Background: an optimization exercise with open tools, aiming at a short achievable clock period and few clock cycles. Do not read the settings as production practice. RTL that was checked went through simulation tests only; none was proved equivalent to the original. Only the layout flow was run in run 1; the RTL was not checked for function there. Power and IR drop assume default switching activity.

File: flow/run.sh
#!/bin/bash
# synth_recipe.tcl (not shown) runs the flow's synth.tcl, then flattens the netlist and writes it again
# the make line also repeats each setting of config.mk as NAME=value (left out here)
make -C /OpenROAD-flow-scripts/flow DESIGN_CONFIG=/design/flow/config.mk WORK_HOME=/design/flow/orfs CLKGATE_MAP_FILE= SYNTH_SCRIPT=/design/flow/synth_recipe.tcl finish
File: flow/config.mk
export PLATFORM = sky130hd
export DESIGN_NAME = pcpu_top
export DESIGN_NICKNAME = pcpu_top
export VERILOG_FILES = /design/flow/design.v
export SDC_FILE = /design/flow/constraint.sdc
export NUM_CORES = 4
export LEC_CHECK = 0
export CAP_MARGIN = 20
export CORE_MARGIN = 2
export CORE_UTILIZATION = 40
export SETUP_SLACK_MARGIN = 2.0
export SLEW_MARGIN = 20
File: flow/constraint.sdc
create_clock -name core_clock -period 5.5 [get_ports {clock}]
set_input_delay 1.1000 -clock core_clock [delete_from_list [all_inputs] [get_ports {clock}]]
set_output_delay 1.1000 -clock core_clock [all_outputs]
set_load 0.01 [all_outputs]
File: flow/design.v
package pcpu_pkg;
	typedef logic [16-1:0] word_t;
	typedef logic [8-1:0] addr_t;
	typedef logic [3-1:0] reg_idx_t;
	typedef enum logic [5-1:0]
	{
		OP_NOP = 5'b00000,
		OP_HALT = 5'b00001,
		OP_LOAD = 5'b00010,
		OP_STORE = 5'b00011,
		OP_ADD = 5'b01000,
		OP_ADDI = 5'b01001,
		OP_SUB = 5'b01010,
		OP_AND = 5'b01101,
		OP_OR = 5'b01110,
		OP_XOR = 5'b01111,
		OP_LDIH = 5'b10000,
		OP_JUMP = 5'b11000,
		OP_BZ = 5'b11010,
		OP_BNZ = 5'b11011
	} opcode_t;
	typedef enum logic
	{
		RUN_IDLE = 1'b0,
		RUN_EXEC = 1'b1
	} run_state_t;
	localparam logic [16-1:0] NOP_IR = {OP_NOP, {(16-5){1'b0}}};
endpackage
import pcpu_pkg::*;
module pcpu_top
(
	input logic clock,
	input logic reset,
	input logic i_enable,
	input logic i_start,
	input pcpu_pkg::word_t i_idata,
	input pcpu_pkg::word_t i_ddata,
	output pcpu_pkg::addr_t o_iaddr,
	output pcpu_pkg::addr_t o_daddr,
	output pcpu_pkg::word_t o_ddata,
	output logic o_dwe
);
	logic running;
	logic halted;
	logic adv;
	pcpu_pkg::addr_t pc;
	pcpu_pkg::addr_t pc_next;
	logic [5-1:0] f_op;
	pcpu_pkg::reg_idx_t f_d;
	pcpu_pkg::reg_idx_t f_a;
	pcpu_pkg::reg_idx_t f_b;
	pcpu_pkg::reg_idx_t f_ia;
	logic f_jump;
	logic f_br;
	logic f_halt;
	logic f_stall;
	logic f_taken;
	logic f_alu;
	logic f_ld;
	logic f_st;
	logic f_rr;
	logic f_immd;
	logic f_sub;
	pcpu_pkg::word_t f_fa;
	pcpu_pkg::word_t f_fb;
	pcpu_pkg::word_t f_fd;
	pcpu_pkg::word_t f_opb;
	logic ex_alu;  
	logic ex_ld;
	logic ex_st;
	logic ex_cin;  
	logic ex_and;
	logic ex_or;
	logic ex_xor;
	logic ex_a_ld;  
	logic ex_b_ld;
	logic ex_d_ld;
	pcpu_pkg::reg_idx_t ex_d;
	pcpu_pkg::word_t ex_opa;
	pcpu_pkg::word_t ex_opb;
	pcpu_pkg::word_t ex_opd;
	pcpu_pkg::word_t a;
	pcpu_pkg::word_t b;
	pcpu_pkg::word_t sum;
	pcpu_pkg::word_t ex_res;
	logic ex_z;
	logic z_next;
	logic zf;
	logic m_ld;
	logic m_st;
	pcpu_pkg::reg_idx_t m_d;
	pcpu_pkg::addr_t daddr;
	pcpu_pkg::word_t ddata;
	pcpu_pkg::word_t regs [8];
	function automatic pcpu_pkg::word_t fwd(input pcpu_pkg::reg_idx_t r);
		if (ex_alu && (ex_d == r))
			fwd = ex_res;
		else if (m_ld && (m_d == r))
			fwd = i_ddata;
		else
			fwd = regs[r];
	endfunction
	assign adv = running || (i_enable && i_start && !m_st);
	always_ff @(posedge clock or posedge reset)
	begin
		if (reset)
			running <= 1'b0;
		else if (running)
			running <= i_enable;
		else
			running <= i_enable && i_start;
	end
	assign o_iaddr = pc;
	assign f_op = i_idata[15:11];
	assign f_d = i_idata[10:8];
	assign f_a = i_idata[6:4];
	assign f_b = i_idata[2:0];
	assign f_jump = (f_op == OP_JUMP);
	assign f_br = (f_op == OP_BZ) || (f_op == OP_BNZ);
	assign f_halt = (f_op == OP_HALT);
	assign f_ld = (f_op == OP_LOAD);
	assign f_st = (f_op == OP_STORE);
	assign f_sub = (f_op == OP_SUB);
	assign f_immd = (f_op == OP_ADDI) || (f_op == OP_LDIH);
	assign f_rr = (f_op == OP_ADD) || (f_op == OP_SUB) || (f_op == OP_AND)
		|| (f_op == OP_OR) || (f_op == OP_XOR);
	assign f_alu = f_rr || f_immd;
	assign f_ia = f_immd ? f_d : f_a;
	assign f_stall = f_br && ((((ex_alu || ex_ld) && (ex_d == f_d))) || (m_ld && (m_d == f_d)));
	assign z_next = ex_alu ? ex_z : zf;
	assign f_taken = f_br && (z_next == (f_op == OP_BZ));
	always_comb
	begin
		if (f_jump)
			pc_next = i_idata[7:0];
		else if (f_taken)
			pc_next = regs[f_d][7:0] + i_idata[7:0];
		else
			pc_next = pc + 1'b1;
	end
	always_comb
	begin
		f_fa = fwd(f_ia);
		f_fb = fwd(f_b);
		f_fd = fwd(f_d);
		if (f_rr)
			f_opb = f_sub ? ~f_fb : f_fb;
		else if (f_op == OP_LDIH)
			f_opb = {i_idata[7:0], 8'd0};
		else if (f_immd)
			f_opb = {8'd0, i_idata[7:0]};
		else
			f_opb = {12'd0, i_idata[3:0]};
	end
	always_ff @(posedge clock or posedge reset)
	begin
		if (reset)
		begin
			pc <= '0;
			halted <= 1'b0;
			ex_alu <= 1'b0;
			ex_ld <= 1'b0;
			ex_st <= 1'b0;
		end
		else if (adv)
		begin
			if (halted || f_halt || f_stall)
			begin
				halted <= halted || f_halt;
				ex_alu <= 1'b0;
				ex_ld <= 1'b0;
				ex_st <= 1'b0;
			end
			else
			begin
				pc <= pc_next;
				ex_alu <= f_alu;
				ex_ld <= f_ld;
				ex_st <= f_st;
			end
		end
	end
	always_ff @(posedge clock)
	begin
		if (adv)
		begin
			ex_d <= f_d;
			ex_cin <= f_sub;
			ex_and <= (f_op == OP_AND);
			ex_or <= (f_op == OP_OR);
			ex_xor <= (f_op == OP_XOR);
			ex_a_ld <= ex_ld && (ex_d == f_ia);
			ex_b_ld <= ex_ld && (ex_d == f_b) && f_rr;
			ex_d_ld <= ex_ld && (ex_d == f_d);
			ex_opa <= f_fa;
			ex_opb <= f_opb;
			ex_opd <= f_fd;
		end
	end
	always_comb
	begin
		a = ex_a_ld ? i_ddata : ex_opa;
		if (ex_b_ld)
			b = ex_cin ? ~i_ddata : i_ddata;
		else
			b = ex_opb;
	end
	assign sum = a + b + {15'd0, ex_cin};
	always_comb
	begin
		if (ex_and)
			ex_res = a & b;
		else if (ex_or)
			ex_res = a | b;
		else if (ex_xor)
			ex_res = a ^ b;
		else
			ex_res = sum;
	end
	always_comb
	begin
		if (ex_and)
			ex_z = ~|(a & b);
		else if (ex_or)
			ex_z = ~|(a | b);
		else if (ex_xor)
			ex_z = (a == b);
		else
			ex_z = ((a ^ b) == {a[14:0] | b[14:0], ex_cin});
	end
	always_ff @(posedge clock or posedge reset)
	begin
		if (reset)
		begin
			zf <= 1'b0;
			m_ld <= 1'b0;
			m_st <= 1'b0;
			for (int i = 0; i < 8; i++)
				regs[i] <= '0;
		end
		else if (adv)
		begin
			if (ex_alu)
				zf <= ex_z;
			m_ld <= ex_ld;
			m_st <= ex_st;
			for (int i = 0; i < 8; i++)
			begin
				if (ex_alu && (ex_d == i))
					regs[i] <= ex_res;
				else if (m_ld && (m_d == i))
					regs[i] <= i_ddata;
			end
		end
	end
	always_ff @(posedge clock)
	begin
		if (adv)
		begin
			m_d <= ex_d;
			daddr <= sum[7:0];
			ddata <= ex_d_ld ? i_ddata : ex_opd;
		end
	end
	assign o_daddr = daddr;
	assign o_ddata = ddata;
	assign o_dwe = m_st && running && !reset;
endmodule
==> key figures, run 1 <==
Run status
  – Status: timing/DRC/antenna clean

STA
  – Final Hold Vio Count: 0
  – Highest clock rate: 264 MHz
  – Crit path time final: 3.79 ns
  – Max Slew Vio Count: 0
  – Setup TNS Final: 0 ns
  – RSZ-0062 raised after global routing: yes
  – Worst-Margin Slew: around 1.2 ns
  – Period utilisation layout: 68.8%
  – Max_slew headroom: about a fifth
  – Setup Skew: 0.0143 ns
  – Final setup viols: 0

Detailed routing
  – WL/cell: 26.0 um
  – DRT Wirelength: 72100 um
  – DR pass1 iterations: 8
  – DRC: 0
  – Vias: ~17000
  – Iteration-0 DRC Markers: 1971
  – Vias per inst: 6.24
  – Antenna Violating Nets Remaining: 0

Global route
  – Initial antenna violation count: 1
  – GR Overflow Total: 0
  – GRT Total Usage: 31.7%
  – First-pass GRT wire length: roughly 110000 um
  – Vias in the first global route: 16300
  – Largest net degree at the start of global routing: 64

Floorplan
  – Die width: 212 um
  – Core Region: 0.0428 mm^2
  – Initial core utilization: between 40% and 50%
  – # IOs: 69
  – Num rows: 76
  – Die height: 212 um
  – DIE AREA: roughly 0.045 mm^2

Critical path
  – Setup crit start kind: input pin
  – Reg2Reg Depth: 15
  – Arrival time worst endpoint: approximately 4.3 ns
  – Crit path kind: in2reg
  – CP max FO: 8
  – Worst endpoint required time: 5.96 ns
  – RR Startpoint: ex_a_ld
  – R2R Setup Slk: 1.73 ns
  – Reg-to-Reg End: pc[6]
  – Crit. End Element: flop

Min path
  – Hold Crit Class: reg2reg
  – WHS Path Cells: 1
  – Hold wc startpoint: halted
  – Hold Path End: halted

Synth
  – Synth Flop Type: dfrtp_1
  – Post-synth EDFFs: 85
  – Synthesized area per cell: 8.25 um^2
  – Netlist cell types: 79
  – Async SR Flop Fraction: 62.9%
  – Ys Warns: 2
  – Mapped Nets: around 2200
  – Synth Register Bits: 229
  – Synth Cell Area: between 0.015 and 0.02 mm^2
  – Cells after Synth: 2089
  – Seq/Total Area, Yosys: 35.7%

Clock tree
  – TritonCTS buffer count: 29
  – Num Clock Sinks: 229
  – Clock insertion delay at the later pin of the skew report: slightly below 0.6 ns
  – Clk root buf: clkbuf_16
  – H-tree depth: 1
  – CTS tree: done
  – Clock slew at reported path FFs: roughly 0.06 ns
  – Max Buffers Root-to-Sink: 3
  – Number of hold buffers added after CTS: 0

Layout
  – Sequential cell area: around 0.006 mm^2
  – Multi-input logic area: 0.0111 mm^2
  – Layout cells sized above 1: 22.7%
  – Number of fill cells: approximately 4000
  – Post-route cell area: 0.0215 mm^2
  – Commonest non-fill, non-tap cell in the layout: nand2_1
  – Most frequent cells in the layout: nand2_1, nor2_1, buf_4
  – Layout area overhead: 24.7%
  – Final #Nets: roughly 2300

Pwr
  – Pwr dens: 382 mW/mm^2
  – Power, Total: 0.00820 W
  – Peak supply drop: ~260 uV
  – Leakage Power: 8.59 nW

Placement
  – DP HPWL: 51000 um
  – Port bufs: a little under 70
  – Final RePlAce weighted congestion: approximately 0.98
  – Area post-placement: roughly 0.019 mm^2

Run
  – Max-Cap Viols: 0
## worst max-delay path, stage by stage
cell           delay (ns)
dlygate4sd2_1        0.28
mux2i_2              0.20
inv_1                0.11
ha_4                 0.32
xor2_2               0.17
nand4_1              0.11
or4_4                0.51
a311oi_4             0.42
mux2i_2              0.13
buf_4                0.16
nor2_4               0.23
nand2b_4             0.19
a31oi_1              0.08
o22a_1               0.23
## worst max path at each step
stage | depth (start not counted) | start | slack (ns) | endpoint
after CTS | 15 | ex_a_ld | 1.74 | pc[6]
final | 14 | i_ddata[10] | 1.71 | pc[6]
after global routing | 17 | i_idata[10] | 1.59 | pc[6]
after floorplan | 2 | reset | 0.73 | o_dwe
after detailed placement | 14 | i_ddata[1] | 0.48 | pc[5]
after global placement | 14 | i_ddata[1] | 0.49 | pc[5]
## layout make-up
cell class	instances	area share, %
Antenna cell	1	0.0116
Clock buffer	41	4.02
Clock inverter	13	0.710
Inverter	66	1.22
Multi-Input combinational cell	1611	51.7
Sequential cell	229	28.7
Tap cell	546	3.18
Timing Repair Buffer	264	10.5
## sequential cells by signal, summed over array words and instances, names as in the netlist, 3 cells and up
| signal | count |
|---|---|
| ex_opd | 16 |
| ex_opb | 16 |
| pc | 8 |
| regs | 128 |
| daddr | 8 |
| ex_d | 3 |
| ddata | 16 |
| m_d | 3 |
| ex_opa | 16 |
## logic make-up (layout without fill, tap and decap cells)
logic type / Yosys count / count (layout) / synth area share [%]
simple gates: 683 / 684 / 17.1
compound gates: 661 / 662 / 23.8
buf+inv: 251 / 384 / 6.01
flops: 229 / 229 / 35.7
mux: 149 / 149 / 10.4
xor+xnor: 72 / 72 / 3.66
fa+ha+maj: 44 / 44 / 3.33
other cells: 0 / 1 / 0
## report_power, final
group / internal, W / leakage (nW) / switching, W
sequential: 0.00232 / 2.70 / 0.000571
combinational: 0.00146 / 5.40 / 0.00180
clock: 0.00124 / 0.498 / 0.000816
total: 0.00501 / 8.59 / 0.00318
## Yosys cell counts (6+ instances only)
library cell  instances  area, um^2
o21ai_1              14        70.1
nor3_1               30         150
buf_1                20        75.1
mux2_2               42         473
a21o_1               15         113
buf_2                27         135
o21a_1               11        82.6
nor4_1               12        75.1
nand4_1              18         113
nor2b_1              14        87.6
buf_4                 6        45.0
dfrtp_1             144        3600
a31oi_1              18         113
edfxtp_1             85        2550
nor2_1              227         852
nand2b_1             18         113
mux4_2               20         450
a211oi_1             19         143
o221ai_1             14         123
xor2_1               26         228
nand2_1             281        1050
o21ai_0             203        1020
mux2i_1              87         871
a221o_1               7        70.1
o31ai_1              12        90.1
o211ai_1             29         218
ha_1                 41         513
nand3_1              46         230
inv_1                64         240
a221oi_1             41         359
xnor2_1              46         403
o22ai_1              25         156
a22o_1                8        70.1
a21oi_1             187         936
clkbuf_1            127         477
and3_1               11        68.8
## per-layer routing
layer  share of wire [%]  GRT usage [%]
met1                  40           41.7
met2                  45           50.6
met3                 9.0           5.44
met4                 5.3           15.1
met5                   0              0
## repair_timing
item | in CTS | in global routing
gates resized for setup | 225 | 53
setup buffers | 65 | 25
gates cloned | 1 | 2
pin swaps | 70 | 34
setup endpoints to repair | 153 | 117
## through the flow
step	util [%]	cells	setup slack (ns)	hold slack (ns)
finish	50.2	2771	1.71	0.458
global route	50.2	2770	1.59	0.485
CTS	49.2	2743	1.74	0.460
detailed placement	44.0	2623	0.483	0.446
global placement	44.0	2623	0.486	0.443
floorplan	-	2089	0.730	0.424
==> run 2: changes to the inputs <==
--- a/flow/design.v
+++ b/flow/design.v
@@ -55,5 +55,11 @@
 	logic f_halt;
 	logic f_stall;
-	logic f_taken;
+	logic f_bz;
+	logic f_bnz;
+	pcpu_pkg::addr_t f_seq;
+	pcpu_pkg::addr_t f_target;
+	pcpu_pkg::addr_t f_tgts [8];
+	pcpu_pkg::addr_t pc_z0;
+	pcpu_pkg::addr_t pc_z1;
 	logic f_alu;
 	logic f_ld;
@@ -73,7 +79,4 @@
 	logic ex_or;
 	logic ex_xor;
-	logic ex_a_ld;  
-	logic ex_b_ld;
-	logic ex_d_ld;
 	pcpu_pkg::reg_idx_t ex_d;
 	pcpu_pkg::word_t ex_opa;
@@ -93,4 +96,51 @@
 	pcpu_pkg::word_t ddata;
 	pcpu_pkg::word_t regs [8];
+	function automatic [15:0] add16(input [15:0] x, input [15:0] y, input cin);
+		logic [15:0] p;
+		logic [15:0] g;
+		logic [15:0] t;
+		logic [15:0] gn;
+		logic [15:0] tn;
+		p = x ^ y;
+		g = x & y;
+		g[0] = g[0] | (p[0] & cin);
+		t = p;
+		for (int k = 1; k < 16; k = k * 2)
+		begin
+			gn = g;
+			tn = t;
+			for (int i = k; i < 16; i++)
+			begin
+				gn[i] = g[i] | (t[i] & g[i - k]);
+				tn[i] = t[i] & t[i - k];
+			end
+			g = gn;
+			t = tn;
+		end
+		add16 = p ^ {g[14:0], cin};
+	endfunction
+	function automatic [7:0] add8(input [7:0] x, input [7:0] y);
+		logic [7:0] p;
+		logic [7:0] g;
+		logic [7:0] t;
+		logic [7:0] gn;
+		logic [7:0] tn;
+		p = x ^ y;
+		g = x & y;
+		t = p;
+		for (int k = 1; k < 8; k = k * 2)
+		begin
+			gn = g;
+			tn = t;
+			for (int i = k; i < 8; i++)
+			begin
+				gn[i] = g[i] | (t[i] & g[i - k]);
+				tn[i] = t[i] & t[i - k];
+			end
+			g = gn;
+			t = tn;
+		end
+		add8 = p ^ {g[6:0], 1'b0};
+	endfunction
 	function automatic pcpu_pkg::word_t fwd(input pcpu_pkg::reg_idx_t r);
 		if (ex_alu && (ex_d == r))
@@ -117,5 +167,7 @@
 	assign f_b = i_idata[2:0];
 	assign f_jump = (f_op == OP_JUMP);
-	assign f_br = (f_op == OP_BZ) || (f_op == OP_BNZ);
+	assign f_bz = (f_op == OP_BZ);
+	assign f_bnz = (f_op == OP_BNZ);
+	assign f_br = f_bz || f_bnz;
 	assign f_halt = (f_op == OP_HALT);
 	assign f_ld = (f_op == OP_LOAD);
@@ -127,16 +179,29 @@
 	assign f_alu = f_rr || f_immd;
 	assign f_ia = f_immd ? f_d : f_a;
-	assign f_stall = f_br && ((((ex_alu || ex_ld) && (ex_d == f_d))) || (m_ld && (m_d == f_d)));
+	assign f_stall = (f_br && (((ex_alu || ex_ld) && (ex_d == f_d)) || (m_ld && (m_d == f_d))))
+		|| (ex_ld && (((f_alu || f_ld || f_st) && (ex_d == f_ia)) || (f_rr && (ex_d == f_b))
+		|| (f_st && (ex_d == f_d))));
 	assign z_next = ex_alu ? ex_z : zf;
-	assign f_taken = f_br && (z_next == (f_op == OP_BZ));
+	assign f_seq = add8(pc, 8'd1);
+	always_comb
+	begin
+		for (int i = 0; i < 8; i++)
+			f_tgts[i] = add8(regs[i][7:0], i_idata[7:0]);
+	end
+	assign f_target = f_tgts[f_d];
 	always_comb
 	begin
 		if (f_jump)
-			pc_next = i_idata[7:0];
-		else if (f_taken)
-			pc_next = regs[f_d][7:0] + i_idata[7:0];
-		else
-			pc_next = pc + 1'b1;
-	end
+		begin
+			pc_z0 = i_idata[7:0];
+			pc_z1 = i_idata[7:0];
+		end
+		else
+		begin
+			pc_z0 = f_bnz ? f_target : f_seq;
+			pc_z1 = f_bz ? f_target : f_seq;
+		end
+	end
+	assign pc_next = z_next ? pc_z1 : pc_z0;
 	always_comb
 	begin
@@ -190,7 +255,4 @@
 			ex_or <= (f_op == OP_OR);
 			ex_xor <= (f_op == OP_XOR);
-			ex_a_ld <= ex_ld && (ex_d == f_ia);
-			ex_b_ld <= ex_ld && (ex_d == f_b) && f_rr;
-			ex_d_ld <= ex_ld && (ex_d == f_d);
 			ex_opa <= f_fa;
 			ex_opb <= f_opb;
@@ -198,13 +260,7 @@
 		end
 	end
-	always_comb
-	begin
-		a = ex_a_ld ? i_ddata : ex_opa;
-		if (ex_b_ld)
-			b = ex_cin ? ~i_ddata : i_ddata;
-		else
-			b = ex_opb;
-	end
-	assign sum = a + b + {15'd0, ex_cin};
+	assign a = ex_opa;
+	assign b = ex_opb;
+	assign sum = add16(a, b, ex_cin);
 	always_comb
 	begin
@@ -260,5 +316,5 @@
 			m_d <= ex_d;
 			daddr <= sum[7:0];
-			ddata <= ex_d_ld ? i_ddata : ex_opd;
+			ddata <= ex_opd;
 		end
 	end
--- a/flow/config.mk
+++ b/flow/config.mk
@@ -9,4 +9,4 @@
 export CORE_MARGIN = 2
 export CORE_UTILIZATION = 40
-export SETUP_SLACK_MARGIN = 2.0
+export SETUP_SLACK_MARGIN = 3.0
 export SLEW_MARGIN = 20
==> run 2 against run 1 <==
  * Fmax is 15% higher
  * Still clean
  * Area after synthesis is 9.9% higher
  * Largest power group unchanged
  * Flip-flop and latch count down 3
  * Highest routed layer unchanged
  * Register-to-register slack gained 0.49 ns
  * Critical endpoint is now ex_opd[1]
  * Worst hold slack got worse by 0.039 ns
  * Sequential share of layout area down 5.2 points
  * Design area is 20% higher
  * Largest cell class unchanged
  * Via count up 21%
==> key figures, run 2 <==
STA
  – Max Slew Vio Count: 0 (unchanged)
  – Crit path time final: 3.30 ns (-0.483 ns)
  – RSZ-0062 raised after global routing: yes
  – Setup TNS Final: 0 ns (unchanged)
  – Final setup viols: 0 (unchanged)
  – Worst-Margin Slew: 1.38 ns (+0.166 ns)
  – Final Hold Vio Count: 0 (unchanged)
  – Highest clock rate: 303 MHz (+15%)
  – Period utilisation layout: 60.1% (-8.8 points)
  – Setup Skew: 0.0117 ns (-0.00256 ns)
  – Max_slew headroom: 7.95% (-11 points)

Synth
  – Cells after Synth: 2270 (+8.7%)
  – Synth Cell Area: 0.0189 mm^2 (+9.9%)
  – Area leader, netlist: dfrtp_1
  – Ys Warns: 3 (+1)
  – Count leader, synth: nand2_1
  – Seq/Total Area, Yosys: 32.0% (-3.7 points)
  – Synth Flop Type: dfrtp_1
  – Netlist cell types: 83 (+5.1%)
  – Post-synth top cells: nand2_1, o21ai_0, a21oi_1
  – Synthesized area per cell: 8.34 um^2 (+1.1%)
  – Dominant cells by area after synthesis: dfrtp_1, edfxtp_1, o21ai_0, ha_1, nand2_1
  – Async SR Flop Fraction: 63.7% (+0.83 points)
  – Top-area cell type share of the netlist area: 19.0% (-1.9 points)
  – Synth Register Bits: 226 (-1.3%)
  – Mapped Nets: 2405 (+11%)
  – Post-synth EDFFs: 82 (-3.5%)

Placement
  – Port bufs: 68 (unchanged)
  – Number of placed cells counting well taps: 2827 (+7.8%)
  – DP HPWL: 59500 um (+17%)
  – Final RePlAce weighted congestion: 0.966 (-1.9%)

Critical path
  – Most frequent CP cell: buf_4
  – Worst Setup EP: ex_opd[1]
  – Setup crit start kind: input pin
  – Worst endpoint required time: 5.81 ns (-0.15 ns)
  – R2R Setup Slk: 2.22 ns (+0.49 ns)
  – Critical-path cell list: buf_4, buf_4, xor2_1, nor3_2, nand2_2, mux2i_2
  – Reg2Reg Depth: 12 (-3)
  – RR Startpoint: ex_opa[4]
  – Crit path kind: in2reg
  – CP max stage delay: 0.72 ns (+0.21 ns)
  – CP max-delay cell: mux2i_2
  – Arrival time worst endpoint: 3.61 ns (-0.64 ns)
  – Reg-to-Reg End: pc[4]
  – Crit. End Element: flop
  – Critical Path Source: i_idata[8]
  – CP max FO: 28 (+20)

Clock tree
  – Num Clock Sinks: 226 (-1.3%)
  – CTS tree: done
  – TritonCTS buffer count: 28 (-3.4%)
  – Clock slew at reported path FFs: 0.06 ns (about the same)
  – Max Buffers Root-to-Sink: 3 (unchanged)
  – Number of hold buffers added after CTS: 0 (unchanged)
  – Clock insertion delay at the later pin of the skew report: 0.58 ns (about the same)
  – Clk root buf: clkbuf_16
  – H-tree depth: 1 (unchanged)

Floorplan
  – Num rows: 79 (+3.9%)
  – Initial core utilization: 40.6% (+0.31 points)
  – # IOs: 69 (unchanged)
  – DIE AREA: 0.0491 mm^2 (+9.7%)
  – Core Region: 0.0467 mm^2 (+9.0%)
  – Die width: 222 um (+4.7%)
  – Die height: 222 um (+4.7%)

Detailed routing
  – Vias: 20800 (+21%)
  – WL/cell: 31.1 um (+19%)
  – DRT Wirelength: 95500 um (+32%)
  – DR pass1 iterations: 19 (+11)
  – Vias per inst: 6.78 (+8.7%)
  – DRC: 0 (unchanged)
  – Iteration-0 DRC Markers: 3076 (+56%)
  – Antenna Violating Nets Remaining: 0 (unchanged)

Pwr
  – Comb pwr share: 48.7% (+9.0 points)
  – Clock Power Share: 19.9% (-5.1 points)
  – Peak supply drop: 194 uV (-25%)
  – Leakage Power: 10.3 nW (+20%)
  – Sw Ratio: 43.2% (+4.3 points)
  – Pint: 0.00579 W (+16%)
  – Sequential power share: 31.5% (-3.8 points)
  – P_sw: 0.00440 W (+38%)
  – Pwr dens: 395 mW/mm^2 (+3.4%)

Global route
  – First-pass GRT wire length: 132000 um (+25%)
  – Largest net degree at the start of global routing: 104 (+63%)
  – M1 GR Usage: 46.8% (+5.1 points)
  – GRT busiest layer: met2
  – Met2 usage: 53.2% (+2.6 points)
  – GR Overflow Total: 0 (unchanged)
  – Initial antenna violation count: 0 (-1)
  – Met3 Use GR: 11.4% (+6.0 points)
  – Vias in the first global route: 19300 (+18%)
  – GRT Total Usage: 36.3% (+4.7 points)

Layout
  – Layout area overhead: 36.5%
  – Max reg flops: 128 (unchanged)
  – Layout Cells excl Fill: 3072 (+11%)
  – Fin util: 55.4% (+5.2 points)
  – Commonest non-fill, non-tap cell in the layout: nand2_1
  – Most frequent cells in the layout: nand2_1, o21ai_1, dfrtp_1
  – Most flop-heavy register: regs
  – Final #Nets: 2579 (+13%)
  – Number of inserted diodes: 0 (-1)
  – Layout cells sized above 1: 30.1% (+7.5 points)

Min path
  – Hold Crit Class: reg2reg

Run
  – Max-Cap Viols: 0 (unchanged)

Run status
  – Status: timing/DRC/antenna clean
[run 2: cell types whose count changed in the layout (fill, tap and decap cells not counted), moves of 40 or more]
cell / delta
ha_1: +59
nor2_4: +45
a21oi_2: +40
nor2_1: -89
o21ai_1: +60
[run 2: timing repair]
item,CTS,global route
pin swaps,114,98
setup buffers,99,65
gates cloned,20,9
resized for setup,473,249
hold endpoints to repair,0,0
endpoints found under the setup margin,299,189
[run 2: power by group through the flow]
stage	logic (W)	clock network (W)	registers, W
finish	0.00496	0.00203	0.00321
global route	0.00529	0.00209	0.00319
CTS	0.00439	0.00202	0.00312
detailed placement	0.00371	0	0.00315
global placement	0.00365	0	0.00314
floorplan	0.00272	0	0.00275
[run 2: kinds of logic (layout without fill, tap and decap cells)]
kind of cell | Yosys count | count (layout) | synth area share, %
fa+ha+maj | 99 | 99 | 6.94
buf+inv | 243 | 427 | 5.12
compound gates | 762 | 769 | 24.6
flops | 226 | 226 | 32.0
xor+xnor | 87 | 87 | 4.02
mux | 155 | 156 | 10.4
simple gates | 698 | 701 | 16.9
[run 2: per-layer routing]
layer	vias to the layer above	wire length [um]
met2	1574	39100
met4	0	7860
li1	8753	-
met1	10100	35500
met3	448	13100
met5	-	0
[run 2: stage by stage]
| step | worst slack [ns] | cell area [um^2] | total power (W) | hold slack [ns] |
|---|---|---|---|---|
| 3_5_place_dp | 0.623 | 20500 | 0.00687 | 0.406 |
| 3_3_place_gp | 0.729 | 20500 | 0.00679 | 0.402 |
| 5_1_grt | 2.15 | 25800 | 0.0106 | 0.426 |
| 4_1_cts | 2.33 | 24100 | 0.00953 | 0.421 |
| 2_1_floorplan | 0.730 | 19700 | 0.00548 | 0.400 |
| 6_report | 2.20 | 25800 | 0.0102 | 0.419 |
[run 2: worst min path at each step]
stage | startpoint | to | slack (ns) | cells past startpoint
after global placement | ex_opd[6] | ddata[6] | 0.40 | 0
after global routing | ex_opd[6] | ddata[6] | 0.43 | 0
after CTS | ex_opd[6] | ddata[6] | 0.42 | 0
final | ex_opd[6] | ddata[6] | 0.42 | 0
after detailed placement | ex_opd[6] | ddata[6] | 0.41 | 0
after floorplan | ex_opd[0] | ddata[0] | 0.40 | 0
[run 2: cell type report]
type                    instances  area [um^2]
fillers                      4114        20800
multi-input cells            1812        14300
flip-flops and latches        226         6070
repair buffers                305         3400
well taps                     607          759
clock buffers                  32          746
inverters                      71          288
clock inverters                19          241
[run 2: critical path: cells and delay by family]
family,cells,cell delay [ns]
buffers and inverters,2,0.67
XOR/XNOR,1,0.12
AND/OR/NAND/NOR,2,0.97
multiplexers,1,0.72
Testbench counts of run 2, summed over its fixed seeds: cycles 39,817.
==> run 3: changes to the inputs <==
--- a/flow/design.v
+++ b/flow/design.v
@@ -62,4 +62,8 @@
 	pcpu_pkg::addr_t pc_z0;
 	pcpu_pkg::addr_t pc_z1;
+	pcpu_pkg::addr_t f_seq2;
+	pcpu_pkg::addr_t f_prev;
+	logic f_nop;
+	logic f_ctl;
 	logic f_alu;
 	logic f_ld;
@@ -79,4 +83,7 @@
 	logic ex_or;
 	logic ex_xor;
+	logic ex_a_byp;  
+	logic ex_b_byp;
+	logic ex_d_byp;
 	pcpu_pkg::reg_idx_t ex_d;
 	pcpu_pkg::word_t ex_opa;
@@ -91,4 +98,8 @@
 	logic zf;
 	logic m_ld;
+	logic m_alu;
+	logic m_wr;
+	pcpu_pkg::word_t m_res;
+	pcpu_pkg::word_t mem_val;
 	logic m_st;
 	pcpu_pkg::reg_idx_t m_d;
@@ -96,4 +107,39 @@
 	pcpu_pkg::word_t ddata;
 	pcpu_pkg::word_t regs [8];
+	localparam int NC = 32;
+	localparam logic [1:0] CT_NOP = 2'd0;
+	localparam logic [1:0] CT_JUMP = 2'd1;
+	localparam logic [1:0] CT_BZ = 2'd2;
+	localparam logic [1:0] CT_BNZ = 2'd3;
+	logic c_v [NC];
+	logic [2:0] c_tag [NC];
+	logic [1:0] c_ty [NC];
+	pcpu_pkg::reg_idx_t c_d [NC];
+	pcpu_pkg::addr_t c_tgt [NC];
+	pcpu_pkg::addr_t c_base [NC];  
+	logic [4:0] l_idx;
+	logic l_hit;
+	logic [1:0] l_ty;
+	pcpu_pkg::addr_t l_tgt;
+	logic fold;
+	pcpu_pkg::addr_t fold_pc;
+	logic [4:0] w_idx;
+	logic [1:0] w_ty;
+	logic k_chk;
+	logic k_bnz;
+	pcpu_pkg::reg_idx_t k_d;
+	pcpu_pkg::addr_t k_base;
+	pcpu_pkg::addr_t k_tgt;
+	logic [8-1:0] k_eq;
+	pcpu_pkg::addr_t k_alt;  
+	pcpu_pkg::addr_t k_b;  
+	logic k_hz;
+	logic k_tok;
+	logic misp;
+	logic k_bad0;
+	logic f_hold;
+	logic f_go;
+	pcpu_pkg::addr_t pc_n0;
+	pcpu_pkg::addr_t pc_n1;
 	function automatic [15:0] add16(input [15:0] x, input [15:0] y, input cin);
 		logic [15:0] p;
@@ -144,8 +190,6 @@
 	endfunction
 	function automatic pcpu_pkg::word_t fwd(input pcpu_pkg::reg_idx_t r);
-		if (ex_alu && (ex_d == r))
-			fwd = ex_res;
-		else if (m_ld && (m_d == r))
-			fwd = i_ddata;
+		if (m_wr && (m_d == r))
+			fwd = mem_val;
 		else
 			fwd = regs[r];
@@ -179,5 +223,7 @@
 	assign f_alu = f_rr || f_immd;
 	assign f_ia = f_immd ? f_d : f_a;
-	assign f_stall = (f_br && (((ex_alu || ex_ld) && (ex_d == f_d)) || (m_ld && (m_d == f_d))))
+	assign f_ctl = f_jump || f_br || f_halt;
+	assign f_nop = !(f_alu || f_ld || f_st || f_ctl);
+	assign f_stall = (f_br && (((ex_alu || ex_ld) && (ex_d == f_d)) || (m_wr && (m_d == f_d))))
 		|| (ex_ld && (((f_alu || f_ld || f_st) && (ex_d == f_ia)) || (f_rr && (ex_d == f_b))
 		|| (f_st && (ex_d == f_d))));
@@ -203,5 +249,62 @@
 		end
 	end
-	assign pc_next = z_next ? pc_z1 : pc_z0;
+	assign f_seq2 = add8(pc, 8'd2);
+	assign f_prev = add8(pc, 8'hff);
+	assign l_idx = pc[4:0];
+	assign l_hit = c_v[l_idx] && (c_tag[l_idx] == pc[7:5]);
+	assign l_ty = c_ty[l_idx];
+	assign l_tgt = c_tgt[l_idx];
+	assign fold = l_hit && !f_ctl;
+	assign fold_pc = ((l_ty == CT_JUMP) || (l_ty == CT_BNZ)) ? l_tgt : f_seq2;
+	assign k_hz = ((ex_alu || ex_ld) && (ex_d == k_d)) || (m_wr && (m_d == k_d));
+	always_comb
+	begin
+		for (int i = 0; i < 8; i++)
+			k_eq[i] = (regs[i][7:0] == k_base);
+	end
+	assign k_tok = k_eq[k_d] && !k_hz;
+	assign k_bad0 = k_chk && k_bnz && !k_tok;  
+	assign misp = z_next ? k_chk : k_bad0;
+	assign f_hold = halted || f_halt || f_stall;
+	assign pc_n1 = k_chk ? (k_bnz ? k_alt : (k_tok ? k_tgt : k_b))
+		: (f_hold ? pc : (fold ? fold_pc : pc_z1));
+	assign pc_n0 = k_bad0 ? k_b : (f_hold ? pc : (fold ? fold_pc : pc_z0));
+	assign pc_next = z_next ? pc_n1 : pc_n0;
+	assign f_go = !f_hold && (z_next ? !k_chk : !k_bad0);
+	assign w_idx = f_prev[4:0];
+	assign w_ty = f_jump ? CT_JUMP : (f_bz ? CT_BZ : (f_bnz ? CT_BNZ : CT_NOP));
+	always_ff @(posedge clock or posedge reset)
+	begin
+		if (reset)
+		begin
+			for (int i = 0; i < NC; i++)
+				c_v[i] <= 1'b0;
+		end
+		else if (!halted && (f_jump || f_br || f_nop))
+			c_v[w_idx] <= 1'b1;
+	end
+	always_ff @(posedge clock)
+	begin
+		if (!halted && (f_jump || f_br || f_nop))
+		begin
+			c_tag[w_idx] <= f_prev[7:5];
+			c_ty[w_idx] <= w_ty;
+			c_d[w_idx] <= f_d;
+			c_tgt[w_idx] <= f_jump ? i_idata[7:0] : f_target;
+			c_base[w_idx] <= regs[f_d][7:0];
+		end
+	end
+	always_ff @(posedge clock)
+	begin
+		if (adv)
+		begin
+			k_bnz <= (l_ty == CT_BNZ);
+			k_d <= c_d[l_idx];
+			k_base <= c_base[l_idx];
+			k_tgt <= l_tgt;
+			k_alt <= f_seq2;
+			k_b <= f_seq;
+		end
+	end
 	always_comb
 	begin
@@ -227,21 +330,14 @@
 			ex_ld <= 1'b0;
 			ex_st <= 1'b0;
+			k_chk <= 1'b0;
 		end
 		else if (adv)
 		begin
-			if (halted || f_halt || f_stall)
-			begin
-				halted <= halted || f_halt;
-				ex_alu <= 1'b0;
-				ex_ld <= 1'b0;
-				ex_st <= 1'b0;
-			end
-			else
-			begin
-				pc <= pc_next;
-				ex_alu <= f_alu;
-				ex_ld <= f_ld;
-				ex_st <= f_st;
-			end
+			pc <= pc_next;
+			halted <= halted || (f_halt && !misp);
+			ex_alu <= f_go && f_alu;
+			ex_ld <= f_go && f_ld;
+			ex_st <= f_go && f_st;
+			k_chk <= f_go && fold && ((l_ty == CT_BZ) || (l_ty == CT_BNZ));
 		end
 	end
@@ -255,4 +351,7 @@
 			ex_or <= (f_op == OP_OR);
 			ex_xor <= (f_op == OP_XOR);
+			ex_a_byp <= ex_alu && (ex_d == f_ia);
+			ex_b_byp <= ex_alu && (ex_d == f_b) && f_rr;
+			ex_d_byp <= ex_alu && (ex_d == f_d);
 			ex_opa <= f_fa;
 			ex_opb <= f_opb;
@@ -260,6 +359,6 @@
 		end
 	end
-	assign a = ex_opa;
-	assign b = ex_opb;
+	assign a = ex_a_byp ? m_res : ex_opa;
+	assign b = ex_b_byp ? (m_res ^ {16{ex_cin}}) : ex_opb;
 	assign sum = add16(a, b, ex_cin);
 	always_comb
@@ -291,4 +390,5 @@
 			zf <= 1'b0;
 			m_ld <= 1'b0;
+			m_alu <= 1'b0;
 			m_st <= 1'b0;
 			for (int i = 0; i < 8; i++)
@@ -300,11 +400,10 @@
 				zf <= ex_z;
 			m_ld <= ex_ld;
+			m_alu <= ex_alu;
 			m_st <= ex_st;
 			for (int i = 0; i < 8; i++)
 			begin
-				if (ex_alu && (ex_d == i))
-					regs[i] <= ex_res;
-				else if (m_ld && (m_d == i))
-					regs[i] <= i_ddata;
+				if (m_wr && (m_d == i))
+					regs[i] <= mem_val;
 			end
 		end
@@ -315,8 +414,11 @@
 		begin
 			m_d <= ex_d;
+			m_res <= ex_res;
 			daddr <= sum[7:0];
-			ddata <= ex_opd;
+			ddata <= ex_d_byp ? m_res : ex_opd;
 		end
 	end
+	assign m_wr = m_alu || m_ld;
+	assign mem_val = m_ld ? i_ddata : m_res;
 	assign o_daddr = daddr;
 	assign o_ddata = ddata;
==> run 3 against run 2 <==
  * Synthesized cell count is 70% higher
  * Cell count is 110% higher
  * Largest power group unchanged
  * Non-clock buffer count is 429 higher
  * Worst setup slack worse by 0.32 ns
  * Clock power grew to 3.9 times the previous value
  * Sequential share of layout area is 21 points higher
  * Worst hold slack better by 0.066 ns
  * Area after synthesis grew to 2.8 times the previous value
  * Largest cell class is now registers
  * Sequential power grew to 4.0 times the previous value
==> key figures, run 3 <==
Run status
  – Status: timing/DRC/antenna clean

STA
  – Crit path time final: 3.62 ns (+0.317 ns)
  – Final setup viols: 0 (unchanged)
  – Max Slew Vio Count: 0 (unchanged)
  – Setup TNS Final: 0 ns (unchanged)
  – Period utilisation layout: 65.8% (+5.8 points)
  – Worst-Margin Slew: 1.15 ns (-0.223 ns)
  – Highest clock rate: 276 MHz (-8.8%)
  – Final Hold Vio Count: 0 (unchanged)
  – Setup Skew: 0.0847 ns (+0.0729 ns)
  – Max_slew headroom: 20.8% (+13 points)
  – RSZ-0062 raised after global routing: yes

Synth
  – Cells after Synth: 3854 (+70%)
  – Synth Register Bits: 1083 (+380%)
  – Count leader, synth: edfxtp_1
  – Async SR Flop Fraction: 16.4% (-47 points)
  – Synth Flop Type: edfxtp_1
  – Dominant cells by area after synthesis: edfxtp_1, mux4_2, dfrtp_1, mux2i_1, nand2_1
  – Simple-gate share of the synthesized area: 8.15% (-8.7 points)
  – Seq/Total Area, Yosys: 60.3% (+28 points)
  – Synth Cell Area: 0.0525 mm^2 (+180%)
  – Post-synthesis mux area share: 14.0% (+3.5 points)
  – Post-Synth Adder-Cell Area: 2.74% (-4.2 points)
  – Mapped Nets: 3999 (+66%)
  – Synth Area in Compound Gates: 8.67% (-16 points)
  – Post-synthesis xor/xnor area fraction: 3.42% (-0.61 points)
  – Post-synth top cells: edfxtp_1, nand2_1, nor2_1
  – Largest family of logic cells by synthesized area: multiplexers
  – Post-synth EDFFs: 905 (+1000%)
  – Synthesized area per cell: 13.6 um^2 (+63%)
  – Area leader, netlist: edfxtp_1
  – Top-area cell type share of the netlist area: 51.8% (+33 points)
  – Netlist cell types: 81 (-2.4%)
  – Ys Warns: 4 (+1)

Detailed routing
  – Iteration-0 DRC Markers: 5477 (+78%)
  – WL/cell: 32.9 um (+5.8%)
  – Antenna Violating Nets Remaining: 0 (unchanged)
  – DRC: 0 (unchanged)
  – DRT Wirelength: 207000 um (+120%)
  – Vias: 39400 (+89%)
  – Vias per inst: 6.26 (-7.7%)
  – DR pass1 iterations: 8 (-11)

Global route
  – GRT Total Usage: 29.3% (-7.0 points)
  – First-pass GRT wire length: 284000 um (+120%)
  – Initial antenna violation count: 5 (+5)
  – Largest net degree at the start of global routing: 125 (+20%)
  – Vias in the first global route: 37700 (+96%)
  – GR Overflow Total: 0 (unchanged)

Floorplan
  – Num rows: 132 (+67%)
  – Core Region: 0.130 mm^2 (+180%)
  – Die height: 366 um (+65%)
  – Initial core utilization: 40.4% (-0.15 points)
  – Die width: 366 um (+65%)
  – DIE AREA: 0.134 mm^2 (+170%)
  – # IOs: 69 (unchanged)

Critical path
  – Worst endpoint required time: 6.12 ns (+0.31 ns)
  – Crit path kind: reg2reg
  – Crit. End Element: flop
  – Arrival time worst endpoint: 4.24 ns (+0.63 ns)
  – Setup crit start kind: flop
  – CP max FO: 8 (-71%)

Pwr
  – Sw Ratio: 37.8% (-5.4 points)
  – Clock Power Share: 20.5% (+0.6 points)
  – Comb pwr share: 46.6% (-2.1 points)
  – Sequential power share: 33.0% (+1.5 points)
  – Leakage Power: 25.6 nW (+150%)
  – Pwr dens: 543 mW/mm^2 (+38%)
  – Peak supply drop: 352 uV (+82%)
  – P_sw: 0.0146 W (+230%)
  – Pint: 0.0241 W (+320%)

Layout
  – Layout area overhead: 36.0%
  – Biggest regs: c_base x256, c_tgt x256, regs x128
  – Layout Cells excl Fill: 6298 (+110%)
  – Most frequent cells in the layout: edfxtp_1, nand2_1, mux4_2
  – Layout cells sized above 1: 36.9% (+6.8 points)
  – Commonest non-fill, non-tap cell in the layout: edfxtp_1
  – Final #Nets: 4600 (+78%)
  – Number of fill cells: 10100 (+150%)

Run
  – Max-Cap Viols: 0 (unchanged)

Clock tree
  – Num Clock Sinks: 1083 (+380%)
  – Clock insertion delay at the later pin of the skew report: 0.80 ns (+0.22 ns)
  – Max Buffers Root-to-Sink: 3 (unchanged)
  – CTS tree: done
  – TritonCTS buffer count: 113 (+300%)
  – H-tree depth: 3 (+2)
  – Clk root buf: clkbuf_16
  – Clock slew at reported path FFs: 0.06 ns (about the same)

Placement
  – Port bufs: 68 (unchanged)
  – Number of placed cells counting well taps: 5552 (+96%)
  – Final RePlAce weighted congestion: 0.919 (-4.8%)
  – DP HPWL: 104000 um (+74%)

Min path
  – Hold Crit Class: reg2reg
## run 3: cell count changes after synthesis, sizes merged, moves of 36 or more
cell | previous run | this run
xnor2 | 47 | 129
clkbuf | 129 | 172
mux4 | 29 | 239
edfxtp | 82 | 905
nand2 | 262 | 348
buf | 43 | 89
o21ai | 279 | 234
nor2 | 189 | 254
mux2i | 99 | 143
a21oi | 194 | 239
or2 | 1 | 37
## run 3: layer usage
metal / up-vias / share of wire, % / global-route usage [%]
li1: 16000 / - / -
met1: 19700 / 35 / 37.2
met2: 2877 / 46 / 46.4
met3: 822 / 11 / 6.90
met4: 6 / 7.7 / 16.1
met5: - / 0.018 / 0
## run 3: cell families after synthesis
| group | count (synthesis) |
|---|---|
| buffers and inverters | 356 |
| adder cells (fa/ha/maj) | 109 |
| AO/OA/AOI/OAI | 753 |
| AND/OR/NAND/NOR | 923 |
| flip-flops | 1083 |
| XOR/XNOR | 204 |
| multiplexers | 426 |
## run 3: cell type report
| type | instances | area [um^2] | area share (%) |
|---|---|---|---|
| sequential | 1083 | 31700 | 44.4 |
| multi-input combinational | 2427 | 22400 | 31.4 |
| clock buffer | 153 | 3070 | 4.30 |
| timing repair buffer | 734 | 10900 | 15.2 |
| tap | 1742 | 2180 | 3.05 |
| timing repair inverter | 1 | 8.76 | 0.0123 |
| inverter | 95 | 428 | 0.600 |
| antenna | 3 | 7.51 | 0.0105 |
| clock inverter | 60 | 691 | 0.968 |
## run 3: final timing paths
kind	startpoint	to	slack [ns]	cells after the start
min in group asynchronous	reset	regs[1][13]	0.79	4
min reg2reg	c_v[19]	c_v[19]	0.49	1
max reg2reg	ex_a_byp	pc[0]	1.88	17
min	c_v[19]	c_v[19]	0.49	1
max	ex_a_byp	pc[0]	1.88	17
max in group asynchronous	reset	pc[5]	3.79	4
## run 3: per-stage QoR
step	cell area (um^2)	utilization (%)	worst slack, ns	hold WS, ns	total power (W)
floorplan	53100	-	0.196	0.430	0.0204
global placement	56100	43.2	0.555	0.448	0.0244
detailed placement	56100	43.2	0.453	0.449	0.0245
CTS	69100	53.2	1.96	0.464	0.0366
global route	71400	55.0	1.77	0.497	0.0399
finish	71400	55.0	1.88	0.486	0.0388
## run 3: power by group through the flow
stage | sequential [W] | clock, W | combinational [W]
2_1_floorplan | 0.0119 | 0 | 0.00853
3_3_place_gp | 0.0130 | 0 | 0.0114
3_5_place_dp | 0.0130 | 0 | 0.0116
4_1_cts | 0.0126 | 0.00789 | 0.0161
5_1_grt | 0.0128 | 0.00828 | 0.0188
6_report | 0.0128 | 0.00793 | 0.0181
## run 3: timing repair
item | in CTS | in global routing
buffers inserted | 321 | 79
setup endpoints to repair | 1680 | 1265
pin swaps | 143 | 151
resized for setup | 1004 | 297
hold buffers | 0 | 0
cloned | 113 | 17
## run 3: worst max-delay path, cell delays in order (launching register included)
cell and delay, ns:
edfxtp_1 0.44, buf_6 0.17, buf_16 0.14, buf_6 0.12, mux2i_4 0.18, buf_4 0.15, ha_1 0.22, xor2_1 0.23
nand4_1 0.13, nor4_1 0.28, o21bai_1 0.12, a21oi_2 0.17, a31oi_4 0.08, mux2i_4 0.28, a221o_2 0.31, nand2_4 0.12
a211o_1 0.26, o221ai_1 0.09
Testbench counts of run 3, summed over its fixed seeds: cycles 34,707.
==> run 4: changes to the inputs <==
--- a/flow/design.v
+++ b/flow/design.v
@@ -118,4 +118,5 @@
 	pcpu_pkg::addr_t c_tgt [NC];
 	pcpu_pkg::addr_t c_base [NC];  
+	pcpu_pkg::addr_t c_next [NC];  
 	logic [4:0] l_idx;
 	logic l_hit;
@@ -140,4 +141,6 @@
 	logic f_hold;
 	logic f_go;
+	logic f_go0;
+	logic f_go1;
 	pcpu_pkg::addr_t pc_n0;
 	pcpu_pkg::addr_t pc_n1;
@@ -225,7 +228,5 @@
 	assign f_ctl = f_jump || f_br || f_halt;
 	assign f_nop = !(f_alu || f_ld || f_st || f_ctl);
-	assign f_stall = (f_br && (((ex_alu || ex_ld) && (ex_d == f_d)) || (m_wr && (m_d == f_d))))
-		|| (ex_ld && (((f_alu || f_ld || f_st) && (ex_d == f_ia)) || (f_rr && (ex_d == f_b))
-		|| (f_st && (ex_d == f_d))));
+	assign f_stall = f_br && (((ex_alu || ex_ld) && (ex_d == f_d)) || (m_wr && (m_d == f_d)));
 	assign z_next = ex_alu ? ex_z : zf;
 	assign f_seq = add8(pc, 8'd1);
@@ -256,5 +257,5 @@
 	assign l_tgt = c_tgt[l_idx];
 	assign fold = l_hit && !f_ctl;
-	assign fold_pc = ((l_ty == CT_JUMP) || (l_ty == CT_BNZ)) ? l_tgt : f_seq2;
+	assign fold_pc = c_next[l_idx];
 	assign k_hz = ((ex_alu || ex_ld) && (ex_d == k_d)) || (m_wr && (m_d == k_d));
 	always_comb
@@ -265,11 +266,11 @@
 	assign k_tok = k_eq[k_d] && !k_hz;
 	assign k_bad0 = k_chk && k_bnz && !k_tok;  
-	assign misp = z_next ? k_chk : k_bad0;
 	assign f_hold = halted || f_halt || f_stall;
 	assign pc_n1 = k_chk ? (k_bnz ? k_alt : (k_tok ? k_tgt : k_b))
 		: (f_hold ? pc : (fold ? fold_pc : pc_z1));
 	assign pc_n0 = k_bad0 ? k_b : (f_hold ? pc : (fold ? fold_pc : pc_z0));
-	assign pc_next = z_next ? pc_n1 : pc_n0;
-	assign f_go = !f_hold && (z_next ? !k_chk : !k_bad0);
+	assign f_go1 = !f_hold && !k_chk;
+	assign f_go0 = !f_hold && !k_bad0;
+	assign {pc_next, f_go, misp} = z_next ? {pc_n1, f_go1, k_chk} : {pc_n0, f_go0, k_bad0};
 	assign w_idx = f_prev[4:0];
 	assign w_ty = f_jump ? CT_JUMP : (f_bz ? CT_BZ : (f_bnz ? CT_BNZ : CT_NOP));
@@ -292,4 +293,5 @@
 			c_d[w_idx] <= f_d;
 			c_tgt[w_idx] <= f_jump ? i_idata[7:0] : f_target;
+			c_next[w_idx] <= f_jump ? i_idata[7:0] : (f_bnz ? f_target : f_seq);
 			c_base[w_idx] <= regs[f_d][7:0];
 		end
@@ -313,5 +315,5 @@
 		f_fd = fwd(f_d);
 		if (f_rr)
-			f_opb = f_sub ? ~f_fb : f_fb;
+			f_opb = f_fb;
 		else if (f_op == OP_LDIH)
 			f_opb = {i_idata[7:0], 8'd0};
@@ -351,7 +353,7 @@
 			ex_or <= (f_op == OP_OR);
 			ex_xor <= (f_op == OP_XOR);
-			ex_a_byp <= ex_alu && (ex_d == f_ia);
-			ex_b_byp <= ex_alu && (ex_d == f_b) && f_rr;
-			ex_d_byp <= ex_alu && (ex_d == f_d);
+			ex_a_byp <= (ex_alu || ex_ld) && (ex_d == f_ia);
+			ex_b_byp <= (ex_alu || ex_ld) && (ex_d == f_b) && f_rr;
+			ex_d_byp <= (ex_alu || ex_ld) && (ex_d == f_d);
 			ex_opa <= f_fa;
 			ex_opb <= f_opb;
@@ -359,7 +361,7 @@
 		end
 	end
-	assign a = ex_a_byp ? m_res : ex_opa;
-	assign b = ex_b_byp ? (m_res ^ {16{ex_cin}}) : ex_opb;
-	assign sum = add16(a, b, ex_cin);
+	assign a = ex_a_byp ? mem_val : ex_opa;
+	assign b = ex_b_byp ? mem_val : ex_opb;
+	assign sum = add16(a, b ^ {16{ex_cin}}, ex_cin);
 	always_comb
 	begin
@@ -379,8 +381,8 @@
 		else if (ex_or)
 			ex_z = ~|(a | b);
-		else if (ex_xor)
+		else if (ex_xor || ex_cin)
 			ex_z = (a == b);
 		else
-			ex_z = ((a ^ b) == {a[14:0] | b[14:0], ex_cin});
+			ex_z = ((a ^ b) == {a[14:0] | b[14:0], 1'b0});
 	end
 	always_ff @(posedge clock or posedge reset)
@@ -416,5 +418,5 @@
 			m_res <= ex_res;
 			daddr <= sum[7:0];
-			ddata <= ex_d_byp ? m_res : ex_opd;
+			ddata <= ex_d_byp ? mem_val : ex_opd;
 		end
 	end
==> run 4 against run 3 <==
  * Combinational power is 23% higher
  * Register-to-register slack worse by 0.20 ns
  * Non-clock buffer count is 210 higher
  * Critical path depth is 1 lower
  * Clock power is 23% higher
  * Cell count is 14% higher
  * First-iteration DRC count is 33% higher
  * Core utilization is 0.95 points higher
==> key figures, run 4 <==
Pwr
  – Comb pwr share: 46.8% (+0.2 points)
  – Leakage Power: 30.5 nW (+19%)
  – Sequential power share: 32.7% (-0.3 points)
  – Sw Ratio: 37.7% (-0.12 points)
  – Pwr dens: 550 mW/mm^2 (+1.3%)
  – P_sw: 0.0179 W (+22%)
  – Peak supply drop: 440 uV (+25%)
  – Clock Power Share: 20.5% (about the same)
  – Pint: 0.0296 W (+23%)

Placement
  – Area post-placement: 0.0666 mm^2 (+19%)
  – Final RePlAce weighted congestion: 0.925 (+0.67%)
  – DP HPWL: 118000 um (+13%)
  – Number of placed cells counting well taps: 6213 (+12%)
  – Port bufs: 68 (unchanged)

Floorplan
  – Num rows: 144 (+9.1%)
  – # IOs: 69 (unchanged)
  – Die width: 398 um (+8.7%)
  – Core Region: 0.154 mm^2 (+19%)
  – Initial core utilization: 40.3% (-0.14 points)
  – DIE AREA: 0.158 mm^2 (+18%)
  – Die height: 398 um (+8.7%)

Layout
  – Post-route cell area: 0.0863 mm^2 (+21%)
  – Layout Cells excl Fill: 7167 (+14%)
  – Commonest non-fill, non-tap cell in the layout: edfxtp_1
  – Final #Nets: 5169 (+12%)
  – Biggest regs: c_base x256, c_next x256, c_tgt x256
  – Number of fill cells: 11500 (+14%)
  – Most frequent cells in the layout: edfxtp_1, mux4_2, buf_4
  – Layout cells sized above 1: 39.8% (+2.8 points)
  – Fin util: 55.9% (+0.95 points)
  – Layout area overhead: 38.8%

Critical path
  – Critical Path Source: m_ld
  – Crit. End Element: flop
  – CP max stage delay: 0.52 ns (+0.08 ns)
  – Setup crit start kind: flop
  – CP max-delay cell: dfrtp_4
  – Worst endpoint required time: 6.04 ns (-0.08 ns)
  – CP max FO: 5 (-3)
  – Arrival time worst endpoint: 4.36 ns (+0.12 ns)
  – Critical-path cell list: buf_12, mux2i_4, nor2_2, a21oi_2, xnor2_1, ha_1, a21o_1, a21o_1, a21oi_2, o211a_4, o21ai_4, o31a_1, or4_1, a31oi_2, xnor2_1, a221o_1
  – RR Startpoint: m_ld
  – Crit path kind: reg2reg

Clock tree
  – CTS tree: done
  – Max Buffers Root-to-Sink: 3 (unchanged)
  – TritonCTS buffer count: 142 (+26%)
  – Clock insertion delay at the later pin of the skew report: 0.86 ns (+0.06 ns)
  – H-tree depth: 4 (+1)
  – Clock slew at reported path FFs: 0.06 ns (about the same)
  – Num Clock Sinks: 1339 (+24%)
  – Clk root buf: clkbuf_16
  – Number of hold buffers added after CTS: 0 (unchanged)

Synth
  – Post-synth top cells: edfxtp_1, mux4_2, nand2_1
  – Top-area cell type share of the netlist area: 56.1% (+4.3 points)
  – Netlist cell types: 97 (+20%)
  – Area leader, netlist: edfxtp_1
  – Cells after Synth: 4185 (+8.6%)
  – Mapped Nets: 4343 (+8.6%)
  – Seq/Total Area, Yosys: 63.3% (+3.0 points)
  – Synthesized area per cell: 14.8 um^2 (+9.0%)
  – Dominant cells by area after synthesis: edfxtp_1, mux4_2, dfrtp_1, ha_1, nand2_1
  – Ys Warns: 4 (unchanged)
  – Post-synth EDFFs: 1161 (+28%)
  – Synth Cell Area: 0.0621 mm^2 (+18%)
  – Count leader, synth: edfxtp_1
  – Synth Flop Type: edfxtp_1
  – Async SR Flop Fraction: 13.3% (-3.1 points)
  – Synth Register Bits: 1339 (+24%)

Global route
  – Initial antenna violation count: 8 (+3)
  – GRT Total Usage: 31.8% (+2.6 points)
  – First-pass GRT wire length: 351000 um (+24%)
  – Vias in the first global route: 44000 (+16%)
  – GR Overflow Total: 0 (unchanged)
  – Largest net degree at the start of global routing: 145 (+16%)

Min path
  – Hold Crit Class: reg2reg
  – Hold wc startpoint: c_v[30]

Detailed routing
  – DRT Wirelength: 266000 um (+29%)
  – Antenna Violating Nets Remaining: 0 (unchanged)
  – DR pass1 iterations: 6 (-2)
  – DRC: 0 (unchanged)
  – Iteration-0 DRC Markers: 7293 (+33%)
  – Vias: 46200 (+17%)
  – WL/cell: 37.2 um (+13%)
  – Vias per inst: 6.45 (+3.0%)

STA
  – Setup TNS Final: 0 ns (unchanged)
  – Setup Skew: 0.0784 ns (-0.00631 ns)
  – Final Hold Vio Count: 0 (unchanged)
  – Max Slew Vio Count: 0 (unchanged)
  – Highest clock rate: 262 MHz (-5.3%)
  – Period utilisation layout: 69.5% (+3.7 points)
  – RSZ-0062 raised after global routing: yes
  – Worst-Margin Slew: 0.945 ns (-0.210 ns)
  – Final setup viols: 0 (unchanged)
  – Max_slew headroom: 36.6% (+16 points)
  – Crit path time final: 3.82 ns (+0.203 ns)
  – Hold WS: 0.479 ns (-0.00615 ns)

Run
  – Max-Cap Viols: 0 (unchanged)

Run status
  – Status: timing/DRC/antenna clean
run 4: cell count changes after synthesis, moves of 25 or more:
cell      before   now
mux2i_1      142   100
nor2_1       253   312
nand2_1      348   315
a21oi_1      239   197
o21ai_0      234   203
edfxtp_1     905  1161
and3_1        42    17
buf_2         26    53
mux4_2       238   327
run 4: final cells by class:
class / instances / area [um^2] / share of cell area, %
Sequential cell: 1339 / 39400 / 45.7
Multi-Input combinational cell: 2493 / 24800 / 28.7
Timing Repair Buffer: 944 / 14500 / 16.8
Clock buffer: 172 / 3770 / 4.37
Tap cell: 2044 / 2560 / 2.97
Clock inverter: 80 / 865 / 1.00
Inverter: 90 / 394 / 0.457
Timing Repair inverter: 1 / 16.3 / 0.0189
Antenna cell: 4 / 10.0 / 0.0116
run 4: cells by family after synthesis:
logic type,count (synthesis),share of synthesized area (%)
xor gates and xnor gates,182,2.57
and+or+nand+nor,936,6.92
buffers and inverters,356,2.36
DFF,1339,63.3
adders and majority gates,122,2.57
muxes,452,13.9
AOI/OAI and AO/OA,798,8.37
run 4: through the flow:
step,worst slack (ns),power [W]
after global placement,0.219,0.0286
after floorplan,0.196,0.0238
after CTS,1.62,0.0445
final,1.68,0.0475
after detailed placement,0.246,0.0288
after global routing,1.52,0.0485
run 4: repair_timing:
action / 4_1_cts / 5_1_grt
pin swaps: 157 / 150
gates resized for setup: 1163 / 327
cloned: 164 / 27
setup endpoints to repair: 2259 / 1807
setup buffers: 392 / 114
run 4: path summary, 6_finish.rpt:
kind | endpoint | slack, ns | depth (start not counted)
min | c_v[30] | 0.48 | 1
max in group asynchronous | regs[3][2] | 3.62 | 5
max | m_res[15] | 1.68 | 16
min in group asynchronous | running | 0.49 | 4
min reg2reg | c_v[30] | 0.48 | 1
max reg2reg | m_res[15] | 1.68 | 16
run 4: power groups by stage:
stage	registers (W)	logic, W	clock network (W)
detailed placement	0.0157	0.0132	0
floorplan	0.0146	0.00924	0
global placement	0.0156	0.0130	0
CTS	0.0153	0.0196	0.00960
finish	0.0155	0.0222	0.00972
global route	0.0155	0.0228	0.0101
run 4: critical path, delay by kind of cell (launching register included):
family / cells / cell delay, ns
simple gates: 2 / 0.54
fa+ha+maj: 1 / 0.38
buf+inv: 1 / 0.16
compound gates: 9 / 1.56
xor+xnor: 2 / 0.21
flops: 1 / 0.52
mux: 1 / 0.18
run 4: per-layer routing:
| layer | global-route usage, % | vias to the layer above | wire (um) |
|---|---|---|---|
| met3 | 8.67 | 1087 | 34600 |
| li1 | - | 18100 | - |
| met4 | 21.7 | 6 | 25800 |
| met5 | 0 | - | 43 |
| met2 | 48.9 | 3757 | 117000 |
| met1 | 39.3 | 23200 | 88600 |
Testbench counts of run 4, summed over its fixed seeds: cycles 33,883.

[re-timing with driven ports]
No port has a modelled driver above. Below, the same layouts with a new extraction and two added sets of constraints.
Step 1: set_driving_cell puts a clkbuf_16 on clock and a buf_2 on each other input, an assumption about the parent block.
Step 2 adds t to the input delays and takes it off the output delays; t is the mean of the earliest and latest rising clock arrival at the registers after step 1. Input paths then give back, and output paths get back, about the clock's delay inside the block.
a / b / c = no drivers / after step 1 / after step 2; a / b = the first two.
run	t (ns)	setup WS [ns]	worst hold slack (ns)	latest minus earliest clock arrival (ns)
run 1	0.635	1.714 / 1.730 / 1.109	0.458 / 0.458 / 0.458	0.018 / 0.019
run 2	0.635	2.197 / 2.216 / 1.594	0.419 / 0.419 / 0.419	0.012 / 0.011
run 3	0.831	1.880 / 1.880 / 1.336	0.486 / 0.486 / 0.486	0.085 / 0.085
run 4	0.900	1.677 / 1.678 / 0.886	0.479 / 0.443 / 0.479	0.085 / 0.086
After both steps setup and hold are still met in every run listed. For run 4, which loses most, drivers alone change the setup slack by +0.001 ns; drivers and shift together by -0.791 ns.
